From an optimization exercise on the open Yosys and OpenROAD flow, aimed at small area, a short achievable clock period and few clock cycles per item; shortcuts taken in it are not production practice.
Only simulation tests tie the RTL to the original design; equivalence was not proved.
No driver is modelled on the clock port, so clocking that relies on it looks cheaper here than on a real chip.
No activity file was given, so power comes from the tool's default toggle rates.

## try-maple
## iq_corr_accum
module iq_corr_accum
#(
    parameter int LOG2_N = 4
) (
    input  logic               clk,
    input  logic               rst_n,
    input  logic               clr,
    input  logic               s_valid,
    output logic               s_ready,
    input  logic signed [15:0] s_xi,
    input  logic signed [15:0] s_xq,
    input  logic signed [15:0] s_ri,
    input  logic signed [15:0] s_rq,
    output logic               m_valid,
    input  logic               m_ready,
    output logic signed [63:0] m_wi,
    output logic signed [63:0] m_wq,
    output iq_corr_pkg::slot_state_t o_dbg_slot
);
    localparam int CNT_W = (LOG2_N == 0) ? 1 : LOG2_N;
    localparam logic [CNT_W-1:0] CNT_LAST = CNT_W'((1 << LOG2_N) - 1);
    logic [CNT_W-1:0] r_cnt;
    logic             r_first1, r_last1;          
    logic             r_done;                     
    iq_corr_pkg::slot_state_t r_state;
    logic [15:0]      r_xi, r_xq;                 
    logic [7:0]       r_ri_one, r_ri_two, r_ri_neg;
    logic [7:0]       r_rq_one, r_rq_two, r_rq_neg;
    logic [7:0]       r_rq_nneg;                  
    logic [36:0]      r_ti_s, r_ti_c, r_tq_s, r_tq_c;   
    logic [36:0]      r_wi, r_wq;                 
    logic             w_full, w_last, w_accept, w_clear;
    logic             r_hold_a, r_hold_b;
    logic [CNT_W-1:0] w_cnt_nxt;
    logic             w_full_nxt;
    logic [7:0]       w_ri_one, w_ri_two, w_ri_neg, w_rq_one, w_rq_two, w_rq_neg;
    assign w_full   = (r_state == iq_corr_pkg::FULL);
    assign w_last   = (r_cnt == CNT_LAST);
    assign s_ready  = ~clr & ~r_hold_a & ~(r_hold_b & ~m_ready);
  ...
Size: about 3,000 cells after synthesis, roughly 310 flip-flops, roughly 34,000 um^2 of cells after synthesis.
clock: 8.5 ns
lec_check: 0
abc_clock_period_in_ps: 4000
cap_margin: 20
core_margin: 2
core_utilization: 40
cts_cluster_diameter: 100
cts_cluster_size: 30
hold_slack_margin: 0.2
slew_margin: 20
synth_hierarchical: 1
synth_minimum_keep_size: 0
standard.sh (not shown) runs the stock make flow with config.mk's settings and CLKGATE_MAP_FILE= SYNTH_SCRIPT=/design/flow/synth_recipe.tcl, a recipe that flattens the netlist after the stock synthesis.
==> flow/flow/run.sh <==
#!/bin/bash
# The standard layout (standard.sh) with two changes:
#  - the port buffers are plain buffers (buf_1) instead of the delay cells buffer_ports picks
#    by default, which the repair steps then cannot resize;
#  - after clock tree synthesis, skew.tcl delays the clock of the accumulator registers (useful
#    skew for the register-to-register multiply-accumulate paths), and timing repair aims at the
#    shorter period only from then on.
# Each step's full output goes to a log file of its own here.
set -euo pipefail
export BUFFER_PORTS_ARGS="-buffer_cell sky130_fd_sc_hd__buf_1"
SETUP_SLACK_MARGIN=0 bash standard.sh cts > flow_to_cts.log 2>&1
R=orfs/results/$FLOW_PLATFORM/iq_corr_accum/base
printf 'read_db %s\nsource flow/skew.tcl\n' "$R/4_cts.odb" > skew_run.tcl
SKEW_DB="$R/4_cts.odb" SKEW_CELLS="sky130_fd_sc_hd__clkdlybuf4s50_1 sky130_fd_sc_hd__clkbuf_16" \
  openroad -no_init -exit skew_run.tcl > skew.log 2>&1
SETUP_SLACK_MARGIN=4.75 bash standard.sh finish > flow_finish.log 2>&1
Other scripts of this flow, unchanged in this note and not shown: flow/flow/skew.tcl
Testbench counts of try-maple, summed over its fixed seeds: cycles 3,090, items 3,072.
Here is what was changed in the inputs of try-nickel compared with try-maple.
Settings: removing CTS_CLUSTER_SIZE (formerly 30); removing CTS_CLUSTER_DIAMETER (formerly 100); removing ABC_CLOCK_PERIOD_IN_PS (formerly 4000).
diff --git a/flow/flow/run.sh b/flow/flow/run.sh
--- a/flow/flow/run.sh
+++ b/flow/flow/run.sh
@@ -13,4 +13,4 @@
 printf 'read_db %s\nsource flow/skew.tcl\n' "$R/4_cts.odb" > skew_run.tcl
-SKEW_DB="$R/4_cts.odb" SKEW_CELLS="sky130_fd_sc_hd__clkdlybuf4s50_1 sky130_fd_sc_hd__clkbuf_16" \
+SKEW_DB="$R/4_cts.odb" SKEW_CELLS="sky130_fd_sc_hd__clkdlybuf4s50_1 sky130_fd_sc_hd__clkbuf_8" \
   openroad -no_init -exit skew_run.tcl > skew.log 2>&1
-SETUP_SLACK_MARGIN=4.75 bash standard.sh finish > flow_finish.log 2>&1
+SETUP_SLACK_MARGIN=4.65 bash standard.sh finish > flow_finish.log 2>&1
### Flow results
Compared with try-maple, try-nickel shows a first-pass GRT wire length that is about 0.74% higher. Clock net sink count came out exactly the same in try-nickel and try-maple. On power: try-nickel sits above try-maple. Diff try-maple -> try-nickel | total power density per cell area | up by a few percent. Delta(period utilization, try-nickel - try-maple) > 0. The non-clock buffer count in try-nickel sits 21 above the value recorded for try-maple. Portion of total power attributed to combinational logic: lower on try-nickel.
diff inputs: try-nickel => try-violet
Settings: ABC_CLOCK_PERIOD_IN_PS: unset -> 4000; CTS_CLUSTER_DIAMETER: unset -> 100; CTS_CLUSTER_SIZE: unset -> 30.
diff --git a/flow/flow/run.sh b/flow/flow/run.sh
--- a/flow/flow/run.sh
+++ b/flow/flow/run.sh
@@ -15,2 +15,2 @@
   openroad -no_init -exit skew_run.tcl > skew.log 2>&1
-SETUP_SLACK_MARGIN=4.65 bash standard.sh finish > flow_finish.log 2>&1
+SETUP_SLACK_MARGIN=4.75 bash standard.sh finish > flow_finish.log 2>&1
==> results.txt <==
On try-violet: data arrival time at the worst-slack endpoint is 0.03 ns lower than what try-nickel gave.
Summary of try-violet over try-nickel: final area shrank by 2.3%; number of clock-tree buffers in the layout -39.
NOTE power try-nickel->try-violet decreased by a few percent
try-violet ended with every stage complete and zero timing, DRC or antenna violations.
### try-violet -> try-cedar
Settings: setting PLACE_DENSITY to 0.62 for the first time; changing CORE_UTILIZATION from 40 to 50; removing CTS_CLUSTER_SIZE (formerly 30); removing CTS_CLUSTER_DIAMETER (formerly 100).
diff --git a/flow/flow/run.sh b/flow/flow/run.sh
--- a/flow/flow/run.sh
+++ b/flow/flow/run.sh
@@ -15,2 +15,2 @@
   openroad -no_init -exit skew_run.tcl > skew.log 2>&1
-SETUP_SLACK_MARGIN=4.75 bash standard.sh finish > flow_finish.log 2>&1
+SETUP_SLACK_MARGIN=4.65 bash standard.sh finish > flow_finish.log 2>&1
## What came out
- try-cedar finished end to end and its layout was clean on timing, DRC and antenna.
- Changes observed in try-cedar relative to try-violet: relative slew slack fell by 3.2 points; transition time at the pin with the least slew margin climbed 0.048 ns.
- Taking try-violet as the reference, in try-cedar die boundary height lost 31 um, sequential share of cell area went down by 0.47 points, data required time of the worst path moved up.
- Compared with try-violet, try-cedar shows a internal power contribution that is 12% higher.
- The final reports for try-cedar and try-violet show met1 layer usage reported by global route higher in the former.

* * *

iq_corr_accum again, from the RTL that the note above started with.
export LEC_CHECK = 0
export ABC_AREA = 1
export ABC_CLOCK_PERIOD_IN_PS = 4000
export CAP_MARGIN = 20
export CORE_MARGIN = 2
export CORE_UTILIZATION = 40
export SLEW_MARGIN = 20
export SYNTH_HIERARCHICAL = 1
export SYNTH_MINIMUM_KEEP_SIZE = 0
create_clock -name core_clock -period 8.5 [get_ports {clk}]
==> flow/flow/run.sh <==
#!/bin/bash
# The standard layout (standard.sh) with two changes:
#  - the port buffers are plain buffers (buf_2) instead of the delay cells buffer_ports picks
#    by default, which the repair steps then cannot resize;
#  - after clock tree synthesis, skew.tcl delays the clock of the accumulator registers (useful
#    skew for the register-to-register multiply-accumulate paths), and timing repair aims at the
#    shorter period only from then on.
# Each step's full output goes to a log file of its own here.
set -euo pipefail
export BUFFER_PORTS_ARGS="-buffer_cell sky130_fd_sc_hd__buf_2"
SETUP_SLACK_MARGIN=0 bash standard.sh cts > flow_to_cts.log 2>&1
R=orfs/results/$FLOW_PLATFORM/iq_corr_accum/base
printf 'read_db %s\nsource flow/skew.tcl\n' "$R/4_cts.odb" > skew_run.tcl
SKEW_DB="$R/4_cts.odb" SKEW_CELLS="sky130_fd_sc_hd__clkdlybuf4s50_1 sky130_fd_sc_hd__clkbuf_8" \
  openroad -no_init -exit skew_run.tcl > skew.log 2>&1
SETUP_SLACK_MARGIN=4.65 bash standard.sh finish > flow_finish.log 2>&1
Other scripts of this flow, unchanged in this note and not shown: flow/flow/skew.tcl
The first run ran to the end with no violations.
Testbench counts at the start, summed over its fixed seeds: cycles 3,090, items 3,072.
==> next run, changes <==
--- a/flow/flow/run.sh
+++ b/flow/flow/run.sh
@@ -2,3 +2,3 @@
 # The standard layout (standard.sh) with two changes:
-#  - the port buffers are plain buffers (buf_2) instead of the delay cells buffer_ports picks
+#  - the port buffers are plain buffers (buf_1) instead of the delay cells buffer_ports picks
 #    by default, which the repair steps then cannot resize;
@@ -9,3 +9,3 @@
 set -euo pipefail
-export BUFFER_PORTS_ARGS="-buffer_cell sky130_fd_sc_hd__buf_2"
+export BUFFER_PORTS_ARGS="-buffer_cell sky130_fd_sc_hd__buf_1"
 SETUP_SLACK_MARGIN=0 bash standard.sh cts > flow_to_cts.log 2>&1
- ABC_AREA: 1 -> default
The new run completed without violations.
Area after synthesis came out higher by about 0.5%.
Synthesized cell count falls by about 8%.
Combinational power fell by about 7%.
Global-route usage went down by 1.8 points.
Clock power decreases by about 4%.
==> next run, changes <==
--- a/flow/flow/run.sh
+++ b/flow/flow/run.sh
@@ -15,2 +15,2 @@
   openroad -no_init -exit skew_run.tcl > skew.log 2>&1
-SETUP_SLACK_MARGIN=4.65 bash standard.sh finish > flow_finish.log 2>&1
+SETUP_SLACK_MARGIN=4.75 bash standard.sh finish > flow_finish.log 2>&1
- HOLD_SLACK_MARGIN: default -> 0.2
Final area went up by 0.31%; hold slack gets better by 0.20 ns; routed wire length is about the same; sequential power hardly moves; critical path depth does not change; via count went up by about 0.5%; first-iteration DRC count went down by about 0.8%; worst setup slack gets better by 0.025 ns; die area does not change; fmax went up by about 0.66%.
==> next run, changes <==
--- a/flow/flow/run.sh
+++ b/flow/flow/run.sh
@@ -15,2 +15,2 @@
   openroad -no_init -exit skew_run.tcl > skew.log 2>&1
-SETUP_SLACK_MARGIN=4.75 bash standard.sh finish > flow_finish.log 2>&1
+SETUP_SLACK_MARGIN=4.65 bash standard.sh finish > flow_finish.log 2>&1
What happened: Non-clock buffer count went down by 4. Setup slack loses 0.024 ns. Via count is about the same. Count of clock-buffer cells in the layout does not change. Synthesized cell count does not change. Cell area stays flat. Power is about the same.

re-timing with driven ports:
The flow's constraints put no driver on any port. The routed layouts listed below were extracted and timed again, unchanged, in two steps. Step 1 (the two cells are an assumption about what drives the block):
set clk [get_ports {clk}]
set_driving_cell -lib_cell sky130_fd_sc_hd__clkbuf_16 $clk
set_driving_cell -lib_cell sky130_fd_sc_hd__buf_2 [delete_from_list [all_inputs] $clk]
Step 2, shift: input delay + t, output delay - t, t = (earliest + latest rising clock arrival at the registers) / 2. This alone moves slack from input paths to output paths. Slacks: no drivers / after step 1 / after step 2; pairs: no drivers / after step 1.
| run | shift t [ns] | setup WS [ns] | clock arrival spread, ns | slew at the worst register clock pin (ns) |
|---|---|---|---|---|
| try-maple | 0.940 | 4.708 / 4.669 / 4.669 | 0.731 / 0.730 | 0.12 / 0.12 |
| try-nickel | 0.958 | 4.684 / 4.661 / 4.661 | 0.685 / 0.685 | 0.08 / 0.08 |
| try-violet | 0.934 | 4.709 / 4.670 / 4.670 | 0.719 / 0.719 | 0.12 / 0.12 |
| try-cedar | 0.953 | 4.686 / 4.650 / 4.650 | 0.684 / 0.684 | 0.07 / 0.07 |
| the first run of note 2 | 0.948 | 4.639 / 4.601 / 4.601 | 0.685 / 0.686 | 0.08 / 0.08 |
| the second run of note 2 | 0.959 | 4.683 / 4.661 / 4.661 | 0.687 / 0.687 | 0.07 / 0.07 |
| the third run of note 2 | 0.955 | 4.708 / 4.669 / 4.669 | 0.683 / 0.683 | 0.08 / 0.08 |
| the fourth run of note 2 | 0.958 | 4.684 / 4.661 / 4.661 | 0.685 / 0.685 | 0.08 / 0.08 |
Clock arrivals are far apart in every run listed, so t is only a midpoint there and step 2 fits no single register.
